Background: an optimization exercise with open tools, aiming at a short achievable clock period and few clock cycles. Do not read the settings as production practice. Function was not checked in any run shown here: the RTL went through the layout flow alone. No activity file was given, so power comes from the tool's default toggle rates.

**flow/run.sh**
```bash
#!/bin/bash
# synth_recipe.tcl (not shown) runs the flow's synth.tcl, then flattens the netlist and writes it again
# the make line also repeats each setting of config.mk as NAME=value (left out here)
make -C /OpenROAD-flow-scripts/flow DESIGN_CONFIG=/design/flow/config.mk WORK_HOME=/design/flow/orfs CLKGATE_MAP_FILE= SYNTH_SCRIPT=/design/flow/synth_recipe.tcl finish
```
**flow/config.mk**
```make
export PLATFORM = sky130hd
export DESIGN_NAME = mips_core
export DESIGN_NICKNAME = mips_core
export VERILOG_FILES = /design/flow/design.v
export SDC_FILE = /design/flow/constraint.sdc
export NUM_CORES = 4
export LEC_CHECK = 0
export ABC_CLOCK_PERIOD_IN_PS = 2500
export CAP_MARGIN = 20
export CORE_MARGIN = 2
export CORE_UTILIZATION = 40
export SETUP_SLACK_MARGIN = 3.4
export SLEW_MARGIN = 20
export SYNTH_HIERARCHICAL = 1
export SYNTH_MINIMUM_KEEP_SIZE = 0
```
**flow/constraint.sdc**
```tcl
create_clock -name core_clock -period 6.0 [get_ports {clk}]
set_input_delay 1.2000 -clock core_clock [delete_from_list [all_inputs] [get_ports {clk}]]
set_output_delay 1.2000 -clock core_clock [all_outputs]
set_load 0.01 [all_outputs]
```
**flow/design.v**
```verilog
`default_nettype none
package mips_pkg;
    localparam int xlen       = 32;
    localparam int reg_addr_w = 5;
    localparam logic [xlen-1:0] reset_pc = '0;
    localparam logic [5:0] op_special = 6'h00;
    localparam logic [5:0] op_addiu   = 6'h09;
    localparam logic [5:0] op_lw      = 6'h23;
    localparam logic [5:0] op_sw      = 6'h2b;
    localparam logic [5:0] op_beq     = 6'h04;
    localparam logic [5:0] fn_addu = 6'h21;
    localparam logic [5:0] fn_subu = 6'h23;
    localparam logic [5:0] fn_and  = 6'h24;
    localparam logic [5:0] fn_or   = 6'h25;
    localparam logic [5:0] fn_slt  = 6'h2a;
    typedef enum logic [2:0] {
        alu_add,
        alu_sub,
        alu_and,
        alu_or,
        alu_slt
    } alu_op_e;
    typedef struct packed {
        logic [xlen-1:0] instr;
        logic [xlen-1:0] pc4;
    } if_id_t;
    typedef struct packed {
        logic                  valid;
        alu_op_e               alu_op;
        logic                  imm_sel;
        logic                  memread;
        logic                  memwrite;
        logic                  regwrite;
        logic [reg_addr_w-1:0] rs;
        logic [reg_addr_w-1:0] rt;
        logic [reg_addr_w-1:0] dst;
        logic [xlen-1:0]       rs_data;
        logic [xlen-1:0]       rt_data;
        logic [xlen-1:0]       imm;
    } id_ex_t;
    typedef struct packed {
        logic                  valid;
        logic                  memread;
        logic                  memwrite;
        logic                  regwrite;
        logic [reg_addr_w-1:0] dst;
        logic [xlen-1:0]       result;
        logic [xlen-1:0]       store_data;
    } ex_mem_t;
    typedef struct packed {
        logic                  regwrite;
        logic                  memread;
        logic [reg_addr_w-1:0] dst;
        logic [xlen-1:0]       result;
        logic [xlen-1:0]       load_data;
    } mem_wb_t;
endpackage
`default_nettype wire
`timescale 1ns/1ps
`default_nettype none
module mips_add #(
    parameter int width = 32
) (
    input  logic [width-1:0] x,
    input  logic [width-1:0] y,
    input  logic             cin,
    output logic [width-1:0] s
);
    localparam int levels = $clog2(width);
    logic [width-1:0] g [0:levels];
    logic [width-1:0] p [0:levels];
    logic [width-1:0] h;
    assign h    = x ^ y;
    assign g[0] = (x & y) | {{(width-1){1'b0}}, h[0] & cin};
    assign p[0] = h;
    for (genvar l = 0; l < levels; l++) begin : g_lvl
        for (genvar i = 0; i < width; i++) begin : g_bit
            if (i >= (1 << l)) begin : g_op
                assign g[l+1][i] = g[l][i] | (p[l][i] & g[l][i-(1<<l)]);
                assign p[l+1][i] = p[l][i] & p[l][i-(1<<l)];
            end else begin : g_pass
                assign g[l+1][i] = g[l][i];
                assign p[l+1][i] = p[l][i];
            end
        end
    end
    assign s = h ^ {g[levels][width-2:0], cin};
endmodule
`default_nettype wire
`default_nettype none
module mips_ult #(
    parameter int width = 32
) (
    input  logic [width-1:0] x,
    input  logic [width-1:0] y,
    output logic             lt
);
    localparam int levels = $clog2(width);
    logic [width-1:0] l [0:levels];
    logic [width-1:0] e [0:levels];
    assign l[0] = ~x & y;
    assign e[0] = ~(x ^ y);
    for (genvar k = 0; k < levels; k++) begin : g_lvl
        for (genvar i = 0; i < width; i++) begin : g_bit
            if ((i >> k) % 2 == 1) begin : g_op
                localparam int j = ((i >> k) << k) - 1;
                assign l[k+1][i] = l[k][i] | (e[k][i] & l[k][j]);
                assign e[k+1][i] = e[k][i] & e[k][j];
            end else begin : g_pass
                assign l[k+1][i] = l[k][i];
                assign e[k+1][i] = e[k][i];
            end
        end
    end
    assign lt = l[levels][width-1];
endmodule
`default_nettype wire
`timescale 1ns/1ps
`default_nettype none
module mips_core (
    input  logic                      clk,
    input  logic                      rst_n,
    input  logic                      i_cache_stall_n,
    input  logic                      d_cache_stall_n,
    output logic                      ireq,
    output logic [mips_pkg::xlen-1:0] iaddr,
    input  logic [mips_pkg::xlen-1:0] idata,
    output logic                      dreq,
    output logic                      dwrite,
    output logic [mips_pkg::xlen-1:0] daddr,
    output logic [mips_pkg::xlen-1:0] dwdata,
    input  logic [mips_pkg::xlen-1:0] drdata
);
    localparam int xlen = mips_pkg::xlen;
    logic freeze;
    assign freeze = !i_cache_stall_n || !d_cache_stall_n;
    logic            ireq_q;
    logic [xlen-1:0] fpc;
    logic            pend_q;       
    logic            d_valid;
    logic [4:0]      d_rs;
    logic [4:0]      d_rt;
    logic [4:0]      d_dst;
    logic            d_wr;         
    logic            d_lw;
    logic            d_sw;
    logic            d_beq;        
    logic            d_jmp;        
    logic [5:0]      d_op;         
    logic            d_imm_b;      
    logic [xlen-1:0] d_imm;
    logic [xlen-1:0] d_tgt;
    logic            e_valid;
    logic [4:0]      e_dst;
    logic            e_wr;
    logic            e_lw;
    logic            e_sw;
    logic            e_beq;
    logic [5:0]      e_op;
    logic [xlen-1:0] e_imm;
    logic [xlen-1:0] e_tgt;
    logic [xlen-1:0] e_a_rf;
    logic [xlen-1:0] e_b_rf;
    logic [3:0]      e_a_sel;      
    logic [3:0]      e_b_sel;
    logic            m_wr;
    logic [4:0]      m_dst;
    logic            m_lw;
    logic [xlen-1:0] m_res;
    logic            dreq_q;
    logic            dwrite_q;
    logic [xlen-1:0] daddr_q;
    logic [xlen-1:0] dwdata_q;
    logic            w_wr;
    logic [4:0]      w_dst;
    logic [xlen-1:0] w_val;
    logic [xlen-1:0] rf [1:31];
    logic [5:0]      f_opc;
    logic [5:0]      f_fn;
    logic            f_rtype;
    logic            f_addiu;
    logic            f_lw;
    logic            f_sw;
    logic            f_beq;
    logic [4:0]      f_dst;
    logic [xlen-1:0] f_imm;
    logic [xlen-1:0] f_pc4;
    logic [5:0]      f_op;
    logic [xlen-1:0] f_tgt;
    assign f_opc   = idata[31:26];
    assign f_fn    = idata[5:0];
    assign f_addiu = (f_opc == mips_pkg::op_addiu);
    assign f_lw    = (f_opc == mips_pkg::op_lw);
    assign f_sw    = (f_opc == mips_pkg::op_sw);
    assign f_beq   = (f_opc == mips_pkg::op_beq);
    assign f_op[0] = f_addiu;
    assign f_op[1] = (f_opc == mips_pkg::op_special) && (f_fn == mips_pkg::fn_addu);
    assign f_op[2] = (f_opc == mips_pkg::op_special) && (f_fn == mips_pkg::fn_subu);
    assign f_op[3] = (f_opc == mips_pkg::op_special) && (f_fn == mips_pkg::fn_and);
    assign f_op[4] = (f_opc == mips_pkg::op_special) && (f_fn == mips_pkg::fn_or);
    assign f_op[5] = (f_opc == mips_pkg::op_special) && (f_fn == mips_pkg::fn_slt);
    assign f_rtype = |f_op[5:1];
    assign f_dst   = f_rtype ? idata[15:11] : idata[20:16];
    assign f_imm   = {{16{idata[15]}}, idata[15:0]};
    mips_add #(.width(xlen)) u_pc4 (.x(fpc), .y(xlen'(4)), .cin(1'b0), .s(f_pc4));
    logic [xlen-3:0] f_imm1;
    mips_add #(.width(xlen-2)) u_imm1 (.x(f_imm[xlen-3:0]), .y('0), .cin(1'b1), .s(f_imm1));
    mips_add #(.width(xlen)) u_tgt (.x(fpc), .y({f_imm1, 2'b00}), .cin(1'b0), .s(f_tgt));
    always_ff @(posedge clk) begin
        if (w_wr) begin
            rf[w_dst] <= w_val;
        end
    end
    logic [xlen-1:0] d_a_rf;
    logic [xlen-1:0] d_b_rf;
    assign d_a_rf = (w_wr && w_dst == d_rs) ? w_val : (d_rs == '0) ? '0 : rf[d_rs];
    assign d_b_rf = (w_wr && w_dst == d_rt) ? w_val : (d_rt == '0) ? '0 : rf[d_rt];
    logic       d_a_e;
    logic       d_b_e;
    logic       d_a_m;
    logic       d_b_m;
    logic [3:0] d_a_sel;
    logic [3:0] d_b_sel;
    assign d_a_e   = e_wr && (e_dst == d_rs);
    assign d_b_e   = e_wr && (e_dst == d_rt);
    assign d_a_m   = m_wr && (m_dst == d_rs);
    assign d_b_m   = m_wr && (m_dst == d_rt);
    assign d_a_sel = {!d_a_e && d_a_m, d_a_e && e_lw, d_a_e && !e_lw, !d_a_e && !d_a_m};
    assign d_b_sel = {!d_b_e && d_b_m, d_b_e && e_lw, d_b_e && !e_lw, !d_b_e && !d_b_m};
    logic [xlen-1:0] a;
    logic [xlen-1:0] b;
    logic [xlen-1:0] sum_i;
    logic [xlen-1:0] sum_r;
    logic [xlen-1:0] diff;
    logic            lt;
    logic [xlen-1:0] result;
    logic            e_taken;
    assign a = ({xlen{e_a_sel[0]}} & e_a_rf) | ({xlen{e_a_sel[1]}} & m_res) |
               ({xlen{e_a_sel[2]}} & drdata) | ({xlen{e_a_sel[3]}} & w_val);
    assign b = ({xlen{e_b_sel[0]}} & e_b_rf) | ({xlen{e_b_sel[1]}} & m_res) |
               ({xlen{e_b_sel[2]}} & drdata) | ({xlen{e_b_sel[3]}} & w_val);
    mips_add #(.width(xlen)) u_add_i (.x(a), .y(e_imm), .cin(1'b0), .s(sum_i));
    mips_add #(.width(xlen)) u_add_r (.x(a), .y(b),     .cin(1'b0), .s(sum_r));
    mips_add #(.width(xlen)) u_sub   (.x(a), .y(~b),    .cin(1'b1), .s(diff));
    mips_ult #(.width(xlen)) u_lt (.x({~a[xlen-1], a[xlen-2:0]}), .y({~b[xlen-1], b[xlen-2:0]}), .lt(lt));
    assign result = ({xlen{e_op[0]}} & sum_i) | ({xlen{e_op[1]}} & sum_r) |
                    ({xlen{e_op[2]}} & diff)  | ({xlen{e_op[3]}} & (a & b)) |
                    ({xlen{e_op[4]}} & (a | b)) | {{(xlen-1){1'b0}}, e_op[5] & lt};
    assign e_taken = e_valid && e_beq && (a == b);
    logic            d_take;
    logic [xlen-1:0] fpc_next;
    assign d_take   = d_valid && d_jmp;
    assign fpc_next = e_taken ? e_tgt :
                      pend_q  ? e_tgt :
                      d_take  ? d_tgt : f_pc4;
    always_ff @(posedge clk) begin
        ireq_q <= rst_n;
    end
    always_ff @(posedge clk) begin
        if (!rst_n) begin
            fpc      <= mips_pkg::reset_pc;
            pend_q   <= 1'b0;
            d_valid  <= 1'b0;
            e_valid  <= 1'b0;
            e_wr     <= 1'b0;
            m_wr     <= 1'b0;
            dreq_q   <= 1'b0;
            dwrite_q <= 1'b0;
            w_wr     <= 1'b0;
        end else if (!freeze) begin
            if (ireq_q) begin
                fpc <= fpc_next;
            end
            d_valid <= ireq_q && !(e_taken && d_valid);
            pend_q  <= e_taken && d_take;
            e_valid <= d_valid;
            e_wr    <= d_valid && d_wr;
            m_wr     <= e_wr;
            dreq_q   <= e_valid && (e_lw || e_sw);
            dwrite_q <= e_valid && e_sw;
            w_wr     <= m_wr;
        end
    end
    always_ff @(posedge clk) begin
        if (!freeze) begin
            d_rs    <= idata[25:21];
            d_rt    <= idata[20:16];
            d_dst   <= f_dst;
            d_wr    <= (f_rtype || f_addiu || f_lw) && (f_dst != '0);
            d_lw    <= f_lw;
            d_sw    <= f_sw;
            d_beq   <= f_beq && (idata[25:21] != idata[20:16]);
            d_jmp   <= f_beq && (idata[25:21] == idata[20:16]);
            d_op    <= f_op;
            d_imm_b <= f_addiu;
            d_imm   <= f_imm;
            d_tgt   <= f_tgt;
            e_dst   <= d_dst;
            e_lw    <= d_lw;
            e_sw    <= d_sw;
            e_beq   <= d_beq;
            e_op    <= d_op;
            e_imm   <= d_imm;
            e_tgt   <= d_tgt;
            e_a_rf  <= d_a_rf;
            e_b_rf  <= d_b_rf;
            e_a_sel <= d_a_sel;
            e_b_sel <= d_b_sel;
            m_dst    <= e_dst;
            m_lw     <= e_lw;
            m_res    <= result;
            daddr_q  <= sum_i;
            dwdata_q <= b;
            w_dst    <= m_dst;
            w_val    <= m_lw ? drdata : m_res;
        end
    end
    assign ireq   = ireq_q;
    assign iaddr  = fpc;
    assign dreq   = dreq_q;
    assign dwrite = dwrite_q;
    assign daddr  = daddr_q;
    assign dwdata = dwdata_q;
endmodule
`default_nettype wire
```
==> impl_metrics.tcl, run 1 <==
set metrics [dict create \
    synthTopCellsByArea "edfxtp_1, mux4_2, ha_1" \
    drv_slew 0 \
    rsz0062_at_grt "yes" \
    cp_num_cells 15 \
    hold_class "register to register" \
    start_kind "primary input" \
    ys_types 93 \
    reg2reg_from "e_a_sel[0]" \
    mostFrequentLayoutCell "edfxtp_1" \
    hold_violations 0 \
    worstMarginPinSlew_ns 1.04 \
    cp-endpoint "d_tgt[31]" \
    power.leakage_nw 34.2 \
    grt_pass1_vias 53700 \
    cp.buffers_inverters 1 \
    clk_latency_ns 0.83 \
    grt_pass1_wl_mm 374 \
    dp_hpwl_mm 159 \
    status "complete, no violations" \
    grt_remaining_overflow 0 \
    fp.dieH_microns 439 \
    cts.hold.buffers_added 0 \
    setup_tns_ns 0 \
    gp_congestion 0.916 \
    clockRootBuffer "clkbuf_16" \
    port_buffers 166 \
    largest_reg_flops 992 \
    fmax_ghz 0.224 \
    cts_tree "done" \
    cts_buffer_depth 3 \
    critPathMaxStageDelay_ns 0.52 \
    top_register "rf" \
    synth_top_area_cell "edfxtp_1" \
    required_ns 6.53 \
    num_io_pins 167 \
    synth-seq-cells 1390 \
    max_cap_violations 0 \
    async_flop_share_pct 0 \
    crit_fanout 8 \
    critical_path_arrival_ns 4.99 \
    via_count 55000 \
    period_share_pct 74.4 \
    postSynthAreaPerCell_sq_um 14.0 \
    mappedNetlistArea_sq_um 75700 \
    antenna_left 0 \
    end_kind "register" \
    yosysSeqAreaShare_pct 54.5 \
    regToRegEndpoint "m_res[24]" \
    core-area_sq_um 188000 \
    fin_skew_ns 0.0698 \
    grt_max_degree 106 \
    cp_slowest_cell "or4b_1" \
    crit_family "compound AO/OA/AOI/OAI gates" \
    startpoint "idata[8]" \
    relSlewSlack_pct 30.5 \
    worstPathCellList "clkdlybuf4s50_1, ha_1, and3_4, and3_4, a32oi_2, nand3_2, a21oi_2, o21ai_1, xor2_1, ha_1, a21o_2, o311a_1, or4b_1, a21oi_1, nor3_1" \
    num_rows 159 \
    area_growth_pct 27.6 \
    die_width_microns 439 \
    drt_iter0_markers 6823 \
    reg2reg_slack_ns 2.26 \
    clk_pin_slew_ns 0.06 \
    drt-pass1-iter-count 6 \
    ir_worst_vdd_uv 213 \
    vias_per_cell 6.25 \
    grt_antenna_before_repair 27 \
    reg2reg_depth 14 \
    grt_use_total_pct 26.6 \
    htree_num_levels 4 \
    powerDensity_nw_per_um2 269 \
    synthFlopType "edfxtp_1" \
    drive_above_1_share_pct 37.4 \
    finalWirelength_mm 265 \
    post-route-util_pct 51.4 \
    ys_warn_count 16 \
    cts_sinks 1390 \
    synth_top_cell_area_share_pct 53.1 \
    crit_type "primary input to register" \
    cts_buffers 155 \
    wl_per_cell_microns 30.0 \
    min_period_ns 4.46 \
    synth_edf_count 1339 \
    setup_viol 0 \
    drc 0 \
    initial_core_util_pct 40.3 \
    fin_nets 6535 \
    synthCells 5422 \
    die_area_sq_um 193000 \
    layout_common_cells "edfxtp_1, buf_4, mux4_2" \
]
[per-layer routing]
metal | global-route usage [%] | vias to the layer above | share of wire, %
met5 | 0 | - | 0.019
met4 | 12.4 | 8 | 4.8
met3 | 4.32 | 540 | 8.0
met2 | 42.1 | 2761 | 47
met1 | 36.0 | 28200 | 40
li1 | - | 23500 | -
[cells in the mapped netlist, types with 51 or more instances]
cell type,count
mux2i_1,227
edfxtp_1,1339
nand3_1,85
ha_1,273
o211ai_1,78
xnor2_1,103
nand4_1,56
clkbuf_1,205
o22ai_1,71
a21oi_1,214
a22oi_1,234
mux4_2,431
nor3_1,90
dfxtp_1,51
buf_2,72
nand2_1,384
nor2_1,239
xor2_1,96
a211oi_1,99
a21o_1,69
inv_1,151
o21ai_0,100
mux2_2,69
[how the worst min path moves through the flow]
stage                     startpoint  slack [ns]   endpoint  depth (start not counted)
final                        d_op[4]        0.41    e_op[4]                          0
after global routing       d_imm[11]        0.42  e_imm[11]                          0
after CTS                  d_imm[12]        0.41  e_imm[12]                          0
after detailed placement    d_imm[3]        0.40   e_imm[3]                          0
after global placement          d_lw        0.40       e_lw                          0
after floorplan                d_beq        0.40      e_beq                          0
[power breakdown]
group / internal [W] / total (W) / switching, W
registers: 0.0108 / 0.0110 / 0.000148
logic: 0.00252 / 0.00567 / 0.00316
clock network: 0.00521 / 0.00935 / 0.00415
total: 0.0186 / 0.0260 / 0.00745
[stage by stage]
step,cell area [sq um],hold WS (ns),worst slack [ns],cells,total power [W]
2_1_floorplan,77500,0.400,1.45,5493,0.0142
3_3_place_gp,81900,0.401,0.187,7957,0.0155
3_5_place_dp,82000,0.405,0.208,7959,0.0155
4_1_cts,93800,0.409,1.57,8616,0.0256
5_1_grt,96600,0.415,1.44,8807,0.0268
6_report,96600,0.407,1.54,8807,0.0260
[worst reg2reg max path, cell delays in order, from the launching register on]
cell	delay, ns
edfxtp_1	0.44
buf_12	0.17
a22oi_2	0.20
nand2_2	0.13
buf_6	0.15
fa_2	0.35
fa_2	0.39
a21oi_4	0.22
o221ai_2	0.18
o31a_1	0.39
nor3b_2	0.26
o31ai_1	0.14
xor2_1	0.18
a22oi_1	0.16
o211ai_1	0.11
[final cells by class]
cell class	instances	area, sq um
well taps	2495	3120
flip-flops and latches	1390	41400
repair buffers	870	8710
fillers	15500	91400
clock inverters	81	846
inverters	152	596
multi-input cells	3613	37800
diodes	10	25.0
clock buffers	196	4100
[kinds of logic (layout without fill, tap and decap cells)]
logic type	count (synthesis)	count (layout)	synth area share, %
XOR/XNOR	199	199	2.30
adder cells (fa/ha/maj)	285	285	4.83
other	2	83	0.00992
AND/OR/NAND/NOR	1055	1062	6.60
AO/OA/AOI/OAI	1265	1265	11.8
flip-flops	1390	1390	54.5
buffers and inverters	497	1299	3.15
multiplexers	729	729	16.9
[timing repair]
action | CTS | global route
pin swaps | 263 | 262
resized for setup | 1175 | 257
endpoints found under the setup margin | 840 | 288
setup buffers | 346 | 173
gates cloned | 34 | 6
==> run 2, diff against run 1 <==
==> flow/flow/run.sh (new file) <==
#!/bin/bash
set -euo pipefail
W=$(pwd)
export OWN_ABC_SCRIPT=$W/flow/abc.script
bash standard.sh SYNTH_SCRIPT=$W/flow/synth.tcl finish > $W/standard.log 2>&1
==> flow/flow/abc.script (new file) <==
strash
dch
map -D 1500
buffer
upsize -D 1500
dnsize -D 1500
==> flow/flow/synth.tcl (new file) <==
proc synth {args} { yosys synth -nofsm -noshare {*}$args }
proc extract_fa {args} { puts "own flow: extract_fa skipped" }
proc abc {args} {
  set i [lsearch -exact $args -script]
  if { $i >= 0 } {
    set args [lreplace $args [expr {$i + 1}] [expr {$i + 1}] $::env(OWN_ABC_SCRIPT)]
  }
  puts "own flow: abc $args"
  yosys abc {*}$args
}
source $::env(SCRIPTS_DIR)/synth.tcl
# left out here: clear keep_hierarchy, flatten, clean up, hide names made inside functions, write 1_2_yosys.v
==> flow/standard.sh (new file) <==
#!/bin/bash
# synth_recipe.tcl (not shown) runs the flow's synth.tcl, then flattens the netlist and writes it again
# the make line also repeats each setting of config.mk as NAME=value (left out here)
make -C /OpenROAD-flow-scripts/flow DESIGN_CONFIG=/design/flow/config.mk WORK_HOME=/design/flow/orfs CLKGATE_MAP_FILE= SYNTH_SCRIPT=/design/flow/synth_recipe.tcl "${@:-finish}"
==> flow/config.mk (replaced) <==
export PLATFORM = sky130hd
export DESIGN_NAME = mips_core
export DESIGN_NICKNAME = mips_core
export VERILOG_FILES = /design/flow/design.v
export SDC_FILE = /design/flow/constraint.sdc
export NUM_CORES = 4
export LEC_CHECK = 0
export CAP_MARGIN = 20
export CORE_MARGIN = 2
export CORE_UTILIZATION = 40
export SETUP_SLACK_MARGIN = 3.4
export SLEW_MARGIN = 20
removed: flow/run.sh
==> impl_metrics.tcl, run 2 <==
set metrics [dict create \
    status "complete, no violations" \
    crit_fanout 25 \
    cpMostUsedCell "nor2_4" \
    design_area_sq_um 95400 \
    synth-xor-area-share_pct 0.803 \
    grt_remaining_overflow 0 \
    worstMarginPinSlew_ns 1.02 \
    mostFrequentLayoutCell "edfxtp_1" \
    drv_slew 0 \
    synth_common_cells "edfxtp_1, o21ai_0, nor2_1" \
    mappedNetlistArea_sq_um 73000 \
    drt-pass1-iter-count 10 \
    largest_reg_flops 992 \
    die_area_sq_um 186000 \
    finalWirelength_mm 337 \
    fin_skew_ns 0.0393 \
    num_rows 156 \
    core-area_sq_um 181000 \
    grt_pass1_wl_mm 461 \
    startpoint "e_a_sel[0]" \
    drc 0 \
    port_buffers 166 \
    synthFlopType "edfxtp_1" \
    synth_compound_area_share_pct 22.6 \
    drive_above_1_share_pct 27.7 \
    fmax_ghz 0.301 \
    cts_buffer_depth 3 \
    grt_antenna_before_repair 16 \
    ys_types 82 \
    wl_per_cell_microns 31.1 \
    synth_edf_count 1339 \
    ys_warn_count 10 \
    min_period_ns 3.33 \
    reg2reg_from "e_a_sel[0]" \
    dpl_cell_area_sq_um 78000 \
    synthSimpleGateAreaFrac_pct 15.0 \
    grt_pass1_vias 66100 \
    gp_congestion 1.00 \
    setup_viol 0 \
    crit_family "simple AND/OR/NAND/NOR gates" \
    die_width_microns 431 \
    synth_top_area_cell "edfxtp_1" \
    initial_core_util_pct 40.3 \
    synth-adder-area-share_pct 0 \
    htree_num_levels 4 \
    start_kind "register" \
    num_io_pins 167 \
    required_ns 6.72 \
    power.leakage_nw 33.3 \
    hold_class "register to register" \
    antenna_left 0 \
    critPathMaxStageDelay_ns 0.42 \
    fin_nets 8387 \
    top_register "rf" \
    grt_use_total_pct 33.9 \
    crit_type "register to register" \
    postSynthAreaPerCell_sq_um 9.41 \
    vias_per_cell 6.52 \
    clk_latency_ns 0.83 \
    grt_max_degree 139 \
    yosysSeqAreaShare_pct 56.4 \
    synth-seq-cells 1390 \
    async_flop_share_pct 0 \
    critical_path_arrival_ns 4.05 \
    cts_tree "done" \
    cp_slowest_cell "edfxtp_1" \
    rsz0062_at_grt "yes" \
    setup_tns_ns 0 \
    powerDensity_nw_per_um2 272 \
    clockRootBuffer "clkbuf_16" \
    synthMuxAreaShare_pct 0 \
    hold_violations 0 \
    synth_top_cell_area_share_pct 55.0 \
    cts_buffers 157 \
    via_count 70600 \
    fp.dieH_microns 431 \
    period_share_pct 55.4 \
    cp.buffers_inverters 6 \
    synthCells 7763 \
    yosys.cell_count.top_type "edfxtp_1" \
    ir_worst_vdd_uv 259 \
    fillers 15700 \
    drt_iter0_markers 11000 \
    area_growth_pct 30.6 \
    worstPathCellList "buf_12, buf_6, buf_6, buf_6, buf_8, nand2_4, o21ai_4, a21oi_2, o21ai_2, nand2_2, nand2_4, nor2_4, nand3_4, nor2_4, nand2_4, nor2_4, nor2_4, buf_12, o311ai_1, o211ai_1, a21oi_1" \
    end_kind "register" \
    layout_common_cells "edfxtp_1, o21ai_0, nor2_1" \
    min_from "d_imm[4]" \
    synth_top_family_by_area "compound AO/OA/AOI/OAI gates" \
    clk_pin_slew_ns 0.06 \
    max_cap_violations 0 \
    cts_sinks 1390 \
    dp_hpwl_mm 187 \
    synthTopCellsByArea "edfxtp_1, o21ai_0, nor2_1" \
    relSlewSlack_pct 32.2 \
    cts.hold.buffers_added 0 \
]
[run 2: cell count changes after synthesis, sizes merged, moves of 202 or more]
| cell | change |
|---|---|
| o21ai | +1206 |
| nor2 | +1004 |
| nand2 | +495 |
| mux4 | -431 |
| inv | +294 |
| nand3 | +274 |
| ha | -273 |
| o221ai | +266 |
| clkbuf | +258 |
| mux2i | -227 |
| a21oi | +209 |
| a22oi | -202 |
[run 2: per-stage QoR]
stage          power (W)  hold slack, ns  setup slack (ns)  instances  utilization [%]
4_1_cts           0.0254           0.414              2.77      10600             50.7
6_report          0.0260           0.414              2.67      10800             52.7
5_1_grt           0.0266           0.426              2.60      10800             52.7
2_1_floorplan     0.0134           0.400              2.86       7763                -
3_5_place_dp      0.0149           0.405              1.14       9924             43.1
3_3_place_gp      0.0149           0.402              1.11       9918             43.0
[run 2: final cells by class]
class                      count  area [sq um]  area share (%)
tap                         2370          2970            3.11
clock inverter                85           963            1.01
timing repair buffer         899          8900            9.33
inverter                     450          1970            2.06
timing repair inverter         6          53.8          0.0564
sequential                  1390         41400            43.4
clock buffer                 196          4140            4.34
antenna                       10          25.0          0.0262
multi-input combinational   5415         35000            36.7
[run 2: path summary, 6_finish.rpt]
check | to | slack, ns | depth (start not counted)
max | fpc[4] | 2.67 | 21
min | e_imm[4] | 0.41 | 0
max reg2reg | fpc[4] | 2.67 | 21
min reg2reg | e_imm[4] | 0.41 | 0
[run 2: report_power, final]
| part | internal, W | switching, W | leakage [nW] |
|---|---|---|---|
| combinational | 0.00170 | 0.00356 | 18.3 |
| sequential | 0.0108 | 0.000128 | 12.5 |
| clock | 0.00564 | 0.00416 | 2.45 |
[run 2: cell families after synthesis]
logic type	after synthesis
flip-flops	1390
buffers and inverters	964
XOR/XNOR	67
AO/OA/AOI/OAI	2694
AND/OR/NAND/NOR	2648
[run 2: what timing repair did]
action	4_1_cts	5_1_grt
setup endpoints to repair	1180	392
pin swaps	342	243
resized for setup	1873	486
gates cloned	20	18
buffers inserted	415	153
[run 2: per-layer routing]
metal / vias to the layer above / track usage, % / share of wire, %
li1: 29800 / - / -
met1: 34300 / 44.8 / 38
met2: 5366 / 50.5 / 43
met3: 1170 / 8.34 / 12
met4: 10 / 20.1 / 6.8
met5: - / 0 / 0.026
==> run 3, diff against run 2 <==
--- a/flow/design.v
+++ b/flow/design.v
@@ -58,65 +58,6 @@
 `default_nettype wire
 `timescale 1ns/1ps
 `default_nettype none
-module mips_add #(
-    parameter int width = 32
-) (
-    input  logic [width-1:0] x,
-    input  logic [width-1:0] y,
-    input  logic             cin,
-    output logic [width-1:0] s
-);
-    localparam int levels = $clog2(width);
-    logic [width-1:0] g [0:levels];
-    logic [width-1:0] p [0:levels];
-    logic [width-1:0] h;
-    assign h    = x ^ y;
-    assign g[0] = (x & y) | {{(width-1){1'b0}}, h[0] & cin};
-    assign p[0] = h;
-    for (genvar l = 0; l < levels; l++) begin : g_lvl
-        for (genvar i = 0; i < width; i++) begin : g_bit
-            if (i >= (1 << l)) begin : g_op
-                assign g[l+1][i] = g[l][i] | (p[l][i] & g[l][i-(1<<l)]);
-                assign p[l+1][i] = p[l][i] & p[l][i-(1<<l)];
-            end else begin : g_pass
-                assign g[l+1][i] = g[l][i];
-                assign p[l+1][i] = p[l][i];
-            end
-        end
-    end
-    assign s = h ^ {g[levels][width-2:0], cin};
-endmodule
-`default_nettype wire
-`default_nettype none
-module mips_ult #(
-    parameter int width = 32
-) (
-    input  logic [width-1:0] x,
-    input  logic [width-1:0] y,
-    output logic             lt
-);
-    localparam int levels = $clog2(width);
-    logic [width-1:0] l [0:levels];
-    logic [width-1:0] e [0:levels];
-    assign l[0] = ~x & y;
-    assign e[0] = ~(x ^ y);
-    for (genvar k = 0; k < levels; k++) begin : g_lvl
-        for (genvar i = 0; i < width; i++) begin : g_bit
-            if ((i >> k) % 2 == 1) begin : g_op
-                localparam int j = ((i >> k) << k) - 1;
-                assign l[k+1][i] = l[k][i] | (e[k][i] & l[k][j]);
-                assign e[k+1][i] = e[k][i] & e[k][j];
-            end else begin : g_pass
-                assign l[k+1][i] = l[k][i];
-                assign e[k+1][i] = e[k][i];
-            end
-        end
-    end
-    assign lt = l[levels][width-1];
-endmodule
-`default_nettype wire
-`timescale 1ns/1ps
-`default_nettype none
 module mips_core (
     input  logic                      clk,
     input  logic                      rst_n,
@@ -136,7 +77,8 @@
     assign freeze = !i_cache_stall_n || !d_cache_stall_n;
     logic            ireq_q;
     logic [xlen-1:0] fpc;
-    logic            pend_q;       
+    logic            pend_q;
+    logic [xlen-1:0] pend_tgt;
     logic            d_valid;
     logic [4:0]      d_rs;
     logic [4:0]      d_rt;
@@ -186,7 +128,6 @@
     logic [xlen-1:0] f_imm;
     logic [xlen-1:0] f_pc4;
     logic [5:0]      f_op;
-    logic [xlen-1:0] f_tgt;
     assign f_opc   = idata[31:26];
     assign f_fn    = idata[5:0];
     assign f_addiu = (f_opc == mips_pkg::op_addiu);
@@ -202,10 +143,7 @@
     assign f_rtype = |f_op[5:1];
     assign f_dst   = f_rtype ? idata[15:11] : idata[20:16];
     assign f_imm   = {{16{idata[15]}}, idata[15:0]};
-    mips_add #(.width(xlen)) u_pc4 (.x(fpc), .y(xlen'(4)), .cin(1'b0), .s(f_pc4));
-    logic [xlen-3:0] f_imm1;
-    mips_add #(.width(xlen-2)) u_imm1 (.x(f_imm[xlen-3:0]), .y('0), .cin(1'b1), .s(f_imm1));
-    mips_add #(.width(xlen)) u_tgt (.x(fpc), .y({f_imm1, 2'b00}), .cin(1'b0), .s(f_tgt));
+    assign f_pc4   = fpc + xlen'(4);
     always_ff @(posedge clk) begin
         if (w_wr) begin
             rf[w_dst] <= w_val;
@@ -239,10 +177,10 @@
                ({xlen{e_a_sel[2]}} & drdata) | ({xlen{e_a_sel[3]}} & w_val);
     assign b = ({xlen{e_b_sel[0]}} & e_b_rf) | ({xlen{e_b_sel[1]}} & m_res) |
                ({xlen{e_b_sel[2]}} & drdata) | ({xlen{e_b_sel[3]}} & w_val);
-    mips_add #(.width(xlen)) u_add_i (.x(a), .y(e_imm), .cin(1'b0), .s(sum_i));
-    mips_add #(.width(xlen)) u_add_r (.x(a), .y(b),     .cin(1'b0), .s(sum_r));
-    mips_add #(.width(xlen)) u_sub   (.x(a), .y(~b),    .cin(1'b1), .s(diff));
-    mips_ult #(.width(xlen)) u_lt (.x({~a[xlen-1], a[xlen-2:0]}), .y({~b[xlen-1], b[xlen-2:0]}), .lt(lt));
+    assign sum_i = a + e_imm;
+    assign sum_r = a + b;
+    assign diff  = a - b;
+    assign lt    = (a[xlen-1] != b[xlen-1]) ? a[xlen-1] : diff[xlen-1];
     assign result = ({xlen{e_op[0]}} & sum_i) | ({xlen{e_op[1]}} & sum_r) |
                     ({xlen{e_op[2]}} & diff)  | ({xlen{e_op[3]}} & (a & b)) |
                     ({xlen{e_op[4]}} & (a | b)) | {{(xlen-1){1'b0}}, e_op[5] & lt};
@@ -251,7 +189,7 @@
     logic [xlen-1:0] fpc_next;
     assign d_take   = d_valid && d_jmp;
     assign fpc_next = e_taken ? e_tgt :
-                      pend_q  ? e_tgt :
+                      pend_q  ? pend_tgt :
                       d_take  ? d_tgt : f_pc4;
     always_ff @(posedge clk) begin
         ireq_q <= rst_n;
@@ -294,7 +232,8 @@
             d_op    <= f_op;
             d_imm_b <= f_addiu;
             d_imm   <= f_imm;
-            d_tgt   <= f_tgt;
+            d_tgt   <= f_pc4 + {f_imm[xlen-3:0], 2'b00};
+            pend_tgt <= d_tgt;
             e_dst   <= d_dst;
             e_lw    <= d_lw;
             e_sw    <= d_sw;
==> flow/run.sh (new file) <==
#!/bin/bash
# synth_recipe.tcl (not shown) runs the flow's synth.tcl, then flattens the netlist and writes it again
# the make line also repeats each setting of config.mk as NAME=value (left out here)
make -C /OpenROAD-flow-scripts/flow DESIGN_CONFIG=/design/flow/config.mk WORK_HOME=/design/flow/orfs CLKGATE_MAP_FILE= SYNTH_SCRIPT=/design/flow/synth_recipe.tcl finish
--- a/flow/config.mk
+++ b/flow/config.mk
@@ -5,6 +5,7 @@
 export SDC_FILE = /design/flow/constraint.sdc
 export NUM_CORES = 4
 export LEC_CHECK = 0
+export ABC_CLOCK_PERIOD_IN_PS = 2500
 export CAP_MARGIN = 20
 export CORE_MARGIN = 2
 export CORE_UTILIZATION = 40
removed: flow/flow/run.sh
removed: flow/flow/abc.script
removed: flow/flow/synth.tcl
removed: flow/standard.sh
==> impl_metrics.tcl, run 3 <==
set metrics [dict create \
    synthFlopType "edfxtp_1" \
    synthMuxAreaShare_pct 20.4 \
    clk_latency_ns 0.80 \
    cpMostUsedCell "a211oi_2" \
    critPathMaxStageDelay_ns 0.49 \
    synthTopCellsByArea "edfxtp_1, mux4_2, ha_1" \
    dp_slack_ns 0.241 \
    rsz0062_at_grt "yes" \
    synthSimpleGateAreaFrac_pct 5.04 \
    area_growth_pct 28.0 \
    initial_core_util_pct 40.1 \
    yosys.cell_count.top_type "edfxtp_1" \
    cp.buffers_inverters 1 \
    fin_ws_ns 1.58 \
    cts_buffer_depth 3 \
    wl_per_cell_microns 31.5 \
    fillers 14000 \
    fin_nets 5375 \
    synth_top_area_cell "edfxtp_1" \
    max_cap_violations 0 \
    core-area_sq_um 173000 \
    period_share_pct 73.7 \
    finalWirelength_mm 239 \
    hold_violations 0 \
    setup_viol 0 \
    drc 0 \
    design_area_sq_um 89000 \
    cts_sinks 1390 \
    synthCells 4465 \
    min_period_ns 4.42 \
    grtUsageMet3_pct 4.34 \
    grt_use_total_pct 25.9 \
    synth_top_family_by_area "multiplexers" \
    start_kind "primary input" \
    grt_max_degree 130 \
    worstPathCellList "dlygate4sd2_1, a22oi_2, nand2_2, ha_4, or3_4, a2111oi_4, nor3_4, a211oi_2, nor3_2, a21oi_2, a211oi_2, o31ai_2, fa_2, nand2_1, o211ai_1, a221o_1" \
    dpl_cell_area_sq_um 75300 \
    mappedNetlistArea_sq_um 69600 \
    drive_above_1_share_pct 41.2 \
    num_rows 153 \
    layout_common_cells "edfxtp_1, mux4_2, buf_4" \
    async_flop_share_pct 0 \
    synth_edf_count 1339 \
    cts_buffers 155 \
    antenna_left 0 \
    synth_compound_area_share_pct 8.26 \
    num_io_pins 167 \
    clk_pin_slew_ns 0.07 \
    globalRoute.busiestLayer "met2" \
    end_kind "register" \
    yosysSeqAreaShare_pct 59.3 \
    gr-usage-met2_pct 41.4 \
    ys_warn_count 1 \
    gp_congestion 0.911 \
    synth-adder-area-share_pct 3.02 \
    drt_iter0_markers 6748 \
    cp_slowest_cell "fa_2" \
    min_path_cells 0 \
    synth-seq-cells 1390 \
    postSynthAreaPerCell_sq_um 15.6 \
    via_count 47400 \
    worstMarginPinSlew_ns 1.19 \
    htree_num_levels 4 \
    mostFrequentLayoutCell "edfxtp_1" \
    reg2reg_slack_ns 1.59 \
    holdPathEnd "e_imm[1]" \
    clockRootBuffer "clkbuf_16" \
    grt_remaining_overflow 0 \
    top_register "rf" \
    largest_reg_flops 992 \
    vias_per_cell 6.24 \
    synth_top_cell_area_share_pct 57.8 \
    fp.dieH_microns 421 \
    grt_pass1_vias 46100 \
    crit_family "compound AO/OA/AOI/OAI gates" \
    fmax_ghz 0.226 \
    crit_fanout 6 \
    drv_slew 0 \
    reg2reg_from "e_a_sel[1]" \
    reg2reg_depth 17 \
    status "complete, no violations" \
    ys_types 81 \
    die_area_sq_um 177000 \
    critical_path_arrival_ns 4.98 \
    powerDensity_nw_per_um2 277 \
    drt-pass1-iter-count 6 \
    grt.met1_usage_pct 35.4 \
    grt_antenna_before_repair 7 \
    min_from "d_imm[1]" \
    ir_worst_vdd_uv 234 \
    required_ns 6.55 \
    grt_pass1_wl_mm 333 \
    fin_skew_ns 0.0402 \
    hold_class "register to register" \
    power.leakage_nw 30.3 \
    cts_tree "done" \
    dp_hpwl_mm 131 \
    relSlewSlack_pct 20.7 \
    port_buffers 166 \
    synth-xor-area-share_pct 1.73 \
    synth_common_cells "edfxtp_1, mux4_2, nand2_1" \
    crit_type "primary input to register" \
    regToRegEndpoint "m_res[31]" \
    setup_tns_ns 0 \
    die_width_microns 421 \
]
-- run 3: changes by cell type in the layout (fill, tap and decap cells not counted), sizes merged, moves of 268 or more --
| cell | change |
|---|---|
| inv | -333 |
| o221ai | -268 |
| nand2 | -591 |
| mux4 | +551 |
| nand3 | -327 |
| o21ai | -1178 |
| nor2 | -986 |
-- run 3: worst max-delay path by stage --
stage	startpoint	to	slack [ns]	depth (start not counted)
floorplan	drdata[11]	m_res[31]	1.38	16
global placement	drdata[3]	m_res[31]	0.21	17
detailed placement	drdata[3]	m_res[31]	0.24	17
CTS	e_a_sel[1]	m_res[31]	1.55	16
global route	e_a_sel[3]	m_res[31]	1.41	18
finish	drdata[7]	m_res[31]	1.58	16
-- run 3: cell families after synthesis --
| group | after synthesis |
|---|---|
| and+or+nand+nor | 777 |
| muxes | 724 |
| adders and majority gates | 165 |
| xor gates and xnor gates | 137 |
| AOI/OAI and AO/OA | 861 |
| DFF | 1390 |
| buffers and inverters | 411 |
-- run 3: what timing repair did --
| action | in CTS | in global routing |
|---|---|---|
| hold buffers | 0 | 0 |
| gates resized for setup | 1008 | 295 |
| buffers inserted | 297 | 167 |
| setup endpoints to repair | 1128 | 623 |
| pin swaps | 160 | 194 |
| gates cloned | 34 | 23 |
-- run 3: final cells by class --
type                       count  area, sq um  area share [%]
inverter                     115          452           0.507
antenna                        2         5.00         0.00562
tap                         2325         2910            3.27
sequential                  1390        41400            46.5
clock inverter                83          847           0.952
timing repair buffer         806         8610            9.67
clock buffer                 198         4080            4.59
multi-input combinational   2674        30700            34.5
-- run 3: where the power goes --
part / switching (W) / internal (W) / total, W
Sequential: 0.000177 / 0.0108 / 0.0110
Clock: 0.00409 / 0.00525 / 0.00935
Combinational: 0.00224 / 0.00205 / 0.00430
-- run 3: routing by layer --
layer | part of all wire [%] | vias to the layer above
met5 | 0.022 | -
met4 | 4.4 | 8
met3 | 9.1 | 452
met2 | 48 | 2553
met1 | 39 | 24900
li1 | - | 19500
-- run 3: through the flow --
step,hold slack (ns),cells,total power [W],util (%)
finish,0.413,7593,0.0246,51.4
CTS,0.417,7401,0.0243,49.6
global placement,0.401,6786,0.0143,43.5
detailed placement,0.405,6789,0.0144,43.5
floorplan,0.400,4465,0.0133,-
global route,0.425,7592,0.0253,51.4

[afterwards: timing with drivers on the ports]
No port has a modelled driver above. Below, the same layouts with a new extraction and two added sets of constraints. Step 1 sets driving cells, clkbuf_16 on the clock port and buf_2 on the other inputs (assumed; they add their load-dependent delay and slew). Step 2 times the ports against the registers' clock, not the clock port: input delays grow and output delays shrink by t, the midpoint of the rising clock arrivals with the driver on. Slacks: ideal / step 1 / step 2; pairs: ideal / step 1.
| run | t, ns | setup WS [ns] | worst setup path after step 2 | latest minus earliest clock arrival (ns) | worst register clock-pin slew, ns |
|---|---|---|---|---|---|
| run 1 | 0.888 | 1.539 / 1.584 / 0.696 | input to register | 0.081 / 0.082 | 0.08 / 0.08 |
| run 2 | 0.893 | 2.675 / 2.675 / 1.822 | input to register | 0.051 / 0.050 | 0.07 / 0.07 |
| run 3 | 0.877 | 1.577 / 1.589 / 0.764 | input to register | 0.058 / 0.057 | 0.07 / 0.07 |
After both steps every run listed still meets setup and hold. For run 2, which loses most, drivers alone change the setup slack by 0.000 ns; drivers and shift together by -0.853 ns.
